From an optimization exercise on the open Yosys and OpenROAD flow, aimed at small area, a short achievable clock period and few clock cycles; shortcuts taken in it are not production practice. At most, simulation tests tie the RTL to the original design; equivalence was not proved. Power is estimated from default activity; no workload was simulated.

## rev 12
==> module avr_core, before the edit <==
module avr_core (
    input  logic                    clk,
    input  logic                    reset,
    output logic [10-1:0]    program_counter,
    input  logic [16-1:0] instruction,
    output logic [16-1:0]  bus_addr,
    output logic [8-1:0]  bus_wdata,
    input  logic [8-1:0]  bus_rdata,
    output logic                    mem_we,
    output logic                    mem_oe
);
    localparam logic [3:0] C_NOP = 4'd0, C_ADD = 4'd1, C_ADC = 4'd2, C_SUB = 4'd3,
                           C_AND = 4'd4, C_EOR = 4'd5, C_OR  = 4'd6, C_MOV = 4'd7,
                           C_LDI = 4'd8, C_NEG = 4'd9, C_LD  = 4'd10, C_ST = 4'd11;
    logic [3:0]  f_cls;
    logic [11:0] f_raw;
    instr_decoder i_dec (
        .instruction (instruction),
        .cls         (f_cls)
    );
    assign f_raw = instruction[11:0];
    always_ff @(posedge clk or posedge reset) begin
        if (reset)
            program_counter <= '0;
        else
            program_counter <= program_counter + 1'b1;
    end
    logic [4:0] a_addr, b_addr;
    logic [7:0] a_data, b_data, zl, zh;
    logic [7:0] a_val, b_val;
    logic [7:0] e_result;
    logic       e_wr, e_ld, e_cupd;
    logic [4:0] e_rd;
    logic [7:0] e_x, e_y;
    logic       e_arith, e_invr, e_sel_sum, e_sel_and, e_sel_or, e_sel_y;
    logic       e_cin1, e_cinc;
    logic       carry;
    assign a_addr = f_raw[8:4];
    assign b_addr = {f_raw[9], f_raw[3:0]};
    register_file i_regs (
        .clk     (clk),
        .clear   (reset),
        .a_addr  (a_addr),
        .b_addr  (b_addr),
        .a_data  (a_data),
        .b_data  (b_data),
        .zl_data (zl),
        .zh_data (zh),
        .wr_en   (e_wr),
        .wr_addr (e_rd),
        .wr_data (e_result)
    );
    assign a_val = (e_wr && e_rd == a_addr) ? e_result : a_data;
    assign b_val = (e_wr && e_rd == b_addr) ? e_result : b_data;
    logic       f_sum_ops;
    assign f_sum_ops = (f_cls == C_ADD) || (f_cls == C_ADC) || (f_cls == C_SUB) || (f_cls == C_NEG);
    always_ff @(posedge clk or posedge reset) begin
        if (reset) begin
            e_wr   <= 1'b0;
            e_ld   <= 1'b0;
            e_cupd <= 1'b0;
        end else begin
            e_wr   <= (f_cls != C_NOP) && (f_cls != C_ST);
            e_ld   <= (f_cls == C_LD);
            e_cupd <= f_sum_ops;
        end
    end
    always_ff @(posedge clk) begin
        e_rd   <= (f_cls == C_LDI) ? {1'b1, f_raw[7:4]} : f_raw[8:4];
        e_x    <= a_val ^ {8{(f_cls == C_SUB) || (f_cls == C_NEG)}};
        case (f_cls)
            C_LDI:   e_y <= {f_raw[11:8], f_raw[3:0]};
            C_NEG:   e_y <= 8'h00;
            default: e_y <= b_val;
        endcase
        e_arith   <= f_sum_ops;
        e_invr    <= (f_cls == C_SUB);
        e_sel_sum <= f_sum_ops || (f_cls == C_EOR);
        e_sel_and <= (f_cls == C_AND);
        e_sel_or  <= (f_cls == C_OR);
        e_sel_y   <= (f_cls == C_MOV) || (f_cls == C_LDI);
        e_cin1    <= (f_cls == C_NEG);
        e_cinc    <= (f_cls == C_ADC);
    end
    logic [7:0] alu_result;
    logic       alu_cout, alu_zero, e_zero;
    logic       zh_zero, zl_ok, zh_zero_n, zl_ok_n, zwin_n;
    logic       oe_q, we_q;
    alu i_alu (
        .arith   (e_arith),
        .invr    (e_invr),
        .sel_sum (e_sel_sum),
        .sel_and (e_sel_and),
        .sel_or  (e_sel_or),
        .sel_y   (e_sel_y),
        .x       (e_x),
        .y       (e_y),
        .cin     (e_cin1 | (e_cinc & carry)),
        .result  (alu_result),
        .cout    (alu_cout),
        .zero    (alu_zero)
    );
    assign zh_zero_n = (e_wr && e_rd == 31) ? e_zero : zh_zero;
    assign zl_ok_n   = (e_wr && e_rd == 30) ? (e_result[7] ^ e_result[6]) : zl_ok;
    assign zwin_n    = zh_zero_n & zl_ok_n;
    always_ff @(posedge clk or posedge reset) begin
        if (reset) begin
            zh_zero <= 1'b1;
            zl_ok   <= 1'b0;
            oe_q    <= 1'b0;
            we_q    <= 1'b0;
        end else begin
            zh_zero <= zh_zero_n;
            zl_ok   <= zl_ok_n;
            oe_q    <= (f_cls == C_LD) && zwin_n;
            we_q    <= (f_cls == C_ST) && zwin_n;
        end
    end
    assign e_result = e_ld ? (bus_rdata & {8{oe_q}}) : alu_result;
    assign e_zero   = e_ld ? ((bus_rdata & {8{oe_q}}) == 8'h00) : alu_zero;
    always_ff @(posedge clk or posedge reset) begin
        if (reset)
            carry <= 1'b0;
        else if (e_cupd)
            carry <= alu_cout ^ e_cin1;
    end
    assign bus_addr  = {zh, zl};
    assign bus_wdata = e_x;
    assign mem_we    = we_q;
    assign mem_oe    = oe_q;
endmodule
Settings: LEC_CHECK=0, CAP_MARGIN=20, CORE_MARGIN=2, CORE_UTILIZATION=40, CTS_BUF_LIST=sky130_fd_sc_hd__clkbuf_8 sky130_fd_sc_hd__clkbuf_16, CTS_CLUSTER_DIAMETER=100, CTS_CLUSTER_SIZE=30, SETUP_SLACK_MARGIN=2.5, SLEW_MARGIN=20; clock period 5.0 ns.
standard.sh (not shown) runs the stock make flow with config.mk's settings and CLKGATE_MAP_FILE= SYNTH_SCRIPT=/design/flow/synth_recipe.tcl, a recipe that flattens the netlist after the stock synthesis.
==> flow/flow/run.sh <==
#!/bin/bash
# Standard layout, with plain buffers (instead of delay cells) on the ports.
# Synthesis runs first, exactly as the standard flow does it.
set -euo pipefail
bash standard.sh synth > synth.log 2>&1
export BUFFER_PORTS_ARGS="-buffer_cell sky130_fd_sc_hd__buf_2"
bash standard.sh finish > finish.log 2>&1
Testbench counts of rev 12, summed over its fixed seeds: cycles 14,784.
## Diff of input files: rev 13 against rev 12
--- a/flow/design.v
+++ b/flow/design.v
@@ -110,16 +110,21 @@
                            C_LDI = 4'd8, C_NEG = 4'd9, C_LD  = 4'd10, C_ST = 4'd11;
     logic [3:0]  f_cls;
-    logic [11:0] f_raw;
+    logic [3:0]  r_cls;
+    logic [11:0] r_raw;
     instr_decoder i_dec (
         .instruction (instruction),
         .cls         (f_cls)
     );
-    assign f_raw = instruction[11:0];
-    always_ff @(posedge clk or posedge reset) begin
-        if (reset)
+    always_ff @(posedge clk or posedge reset) begin
+        if (reset) begin
             program_counter <= '0;
-        else
+            r_cls           <= C_NOP;
+        end else begin
             program_counter <= program_counter + 1'b1;
-    end
+            r_cls           <= f_cls;
+        end
+    end
+    always_ff @(posedge clk)
+        r_raw <= instruction[11:0];
     logic [4:0] a_addr, b_addr;
     logic [7:0] a_data, b_data, zl, zh;
@@ -132,6 +137,6 @@
     logic       e_cin1, e_cinc;
     logic       carry;
-    assign a_addr = f_raw[8:4];
-    assign b_addr = {f_raw[9], f_raw[3:0]};
+    assign a_addr = r_raw[8:4];
+    assign b_addr = {r_raw[9], r_raw[3:0]};
     register_file i_regs (
         .clk     (clk),
@@ -149,6 +154,6 @@
     assign a_val = (e_wr && e_rd == a_addr) ? e_result : a_data;
     assign b_val = (e_wr && e_rd == b_addr) ? e_result : b_data;
-    logic       f_sum_ops;
-    assign f_sum_ops = (f_cls == C_ADD) || (f_cls == C_ADC) || (f_cls == C_SUB) || (f_cls == C_NEG);
+    logic       r_sum_ops;
+    assign r_sum_ops = (r_cls == C_ADD) || (r_cls == C_ADC) || (r_cls == C_SUB) || (r_cls == C_NEG);
     always_ff @(posedge clk or posedge reset) begin
         if (reset) begin
@@ -157,25 +162,25 @@
             e_cupd <= 1'b0;
         end else begin
-            e_wr   <= (f_cls != C_NOP) && (f_cls != C_ST);
-            e_ld   <= (f_cls == C_LD);
-            e_cupd <= f_sum_ops;
+            e_wr   <= (r_cls != C_NOP) && (r_cls != C_ST);
+            e_ld   <= (r_cls == C_LD);
+            e_cupd <= r_sum_ops;
         end
     end
     always_ff @(posedge clk) begin
-        e_rd   <= (f_cls == C_LDI) ? {1'b1, f_raw[7:4]} : f_raw[8:4];
-        e_x    <= a_val ^ {8{(f_cls == C_SUB) || (f_cls == C_NEG)}};
-        case (f_cls)
-            C_LDI:   e_y <= {f_raw[11:8], f_raw[3:0]};
+        e_rd   <= (r_cls == C_LDI) ? {1'b1, r_raw[7:4]} : r_raw[8:4];
+        e_x    <= a_val ^ {8{(r_cls == C_SUB) || (r_cls == C_NEG)}};
+        case (r_cls)
+            C_LDI:   e_y <= {r_raw[11:8], r_raw[3:0]};
             C_NEG:   e_y <= 8'h00;
             default: e_y <= b_val;
         endcase
-        e_arith   <= f_sum_ops;
-        e_invr    <= (f_cls == C_SUB);
-        e_sel_sum <= f_sum_ops || (f_cls == C_EOR);
-        e_sel_and <= (f_cls == C_AND);
-        e_sel_or  <= (f_cls == C_OR);
-        e_sel_y   <= (f_cls == C_MOV) || (f_cls == C_LDI);
-        e_cin1    <= (f_cls == C_NEG);
-        e_cinc    <= (f_cls == C_ADC);
+        e_arith   <= r_sum_ops;
+        e_invr    <= (r_cls == C_SUB);
+        e_sel_sum <= r_sum_ops || (r_cls == C_EOR);
+        e_sel_and <= (r_cls == C_AND);
+        e_sel_or  <= (r_cls == C_OR);
+        e_sel_y   <= (r_cls == C_MOV) || (r_cls == C_LDI);
+        e_cin1    <= (r_cls == C_NEG);
+        e_cinc    <= (r_cls == C_ADC);
     end
     logic [7:0] alu_result;
@@ -209,6 +214,6 @@
             zh_zero <= zh_zero_n;
             zl_ok   <= zl_ok_n;
-            oe_q    <= (f_cls == C_LD) && zwin_n;
-            we_q    <= (f_cls == C_ST) && zwin_n;
+            oe_q    <= (r_cls == C_LD) && zwin_n;
+            we_q    <= (r_cls == C_ST) && zwin_n;
         end
     end
- Rev 13 vs rev 12: worst hold slack after final layout down in rev 13
- Clock share of power delta for rev 13 relative to rev 12: 1.6 points lower
- [rev 13 vs rev 12] routed via count: higher in rev 13
- The die used by rev 13 is larger than the one used by rev 12.
- Rev 13 against rev 12: finished layout cell area has increased; highest attainable clock frequency went up 0.011 GHz; global-route usage over all layers was more or less identical; post-place setup slack now sits higher; number of antenna violations at the first check in global routing decreased by 1 relative to the old numbers.
- Against rev 12, rev 13 comes in 0.27 points lower on global routing met3 resource utilization.
- In rev 13, portion of netlist area occupied by mux cells is lower than in rev 12.
- Diff rev 13 and rev 12: simple-gate portion of the synthesized area higher in rev 13
- Compared with rev 12, rev 13 shows wire length that has gone up slightly.
- Rev 13 vs rev 12, instance count: rev 13 higher
Only the layout flow was run in rev 13; the RTL was not checked for function there.

[separate check: timing with driven ports]
The flow's constraints put no driver on any port. The routed layouts listed below were extracted and timed again, unchanged, in two steps.
Step 1 sets driving cells, clkbuf_16 on the clock port and buf_2 on the other inputs (assumed; they add their load-dependent delay and slew).
Step 2, shift: input delay + t, output delay - t, t = (earliest + latest rising clock arrival at the registers) / 2. This alone moves slack from input paths to output paths.
a / b / c = ideal / step 1 / step 2; a / b = the first two.
run	t (ns)	slack for setup (ns)	hold WS [ns]	worst register clock-pin slew, ns	worst slew at a driven data input, ns
rev 12	0.565	2.361 / 2.278 / 1.713	0.463 / 0.463 / 0.463	0.12 / 0.12	0.33
rev 13	0.555	2.435 / 2.435 / 1.947	0.458 / 0.458 / 0.458	0.12 / 0.12	0.06
After both steps setup and hold are still met in every run listed. For rev 12, which loses most, drivers alone change the setup slack by -0.083 ns; drivers and shift together by -0.648 ns.
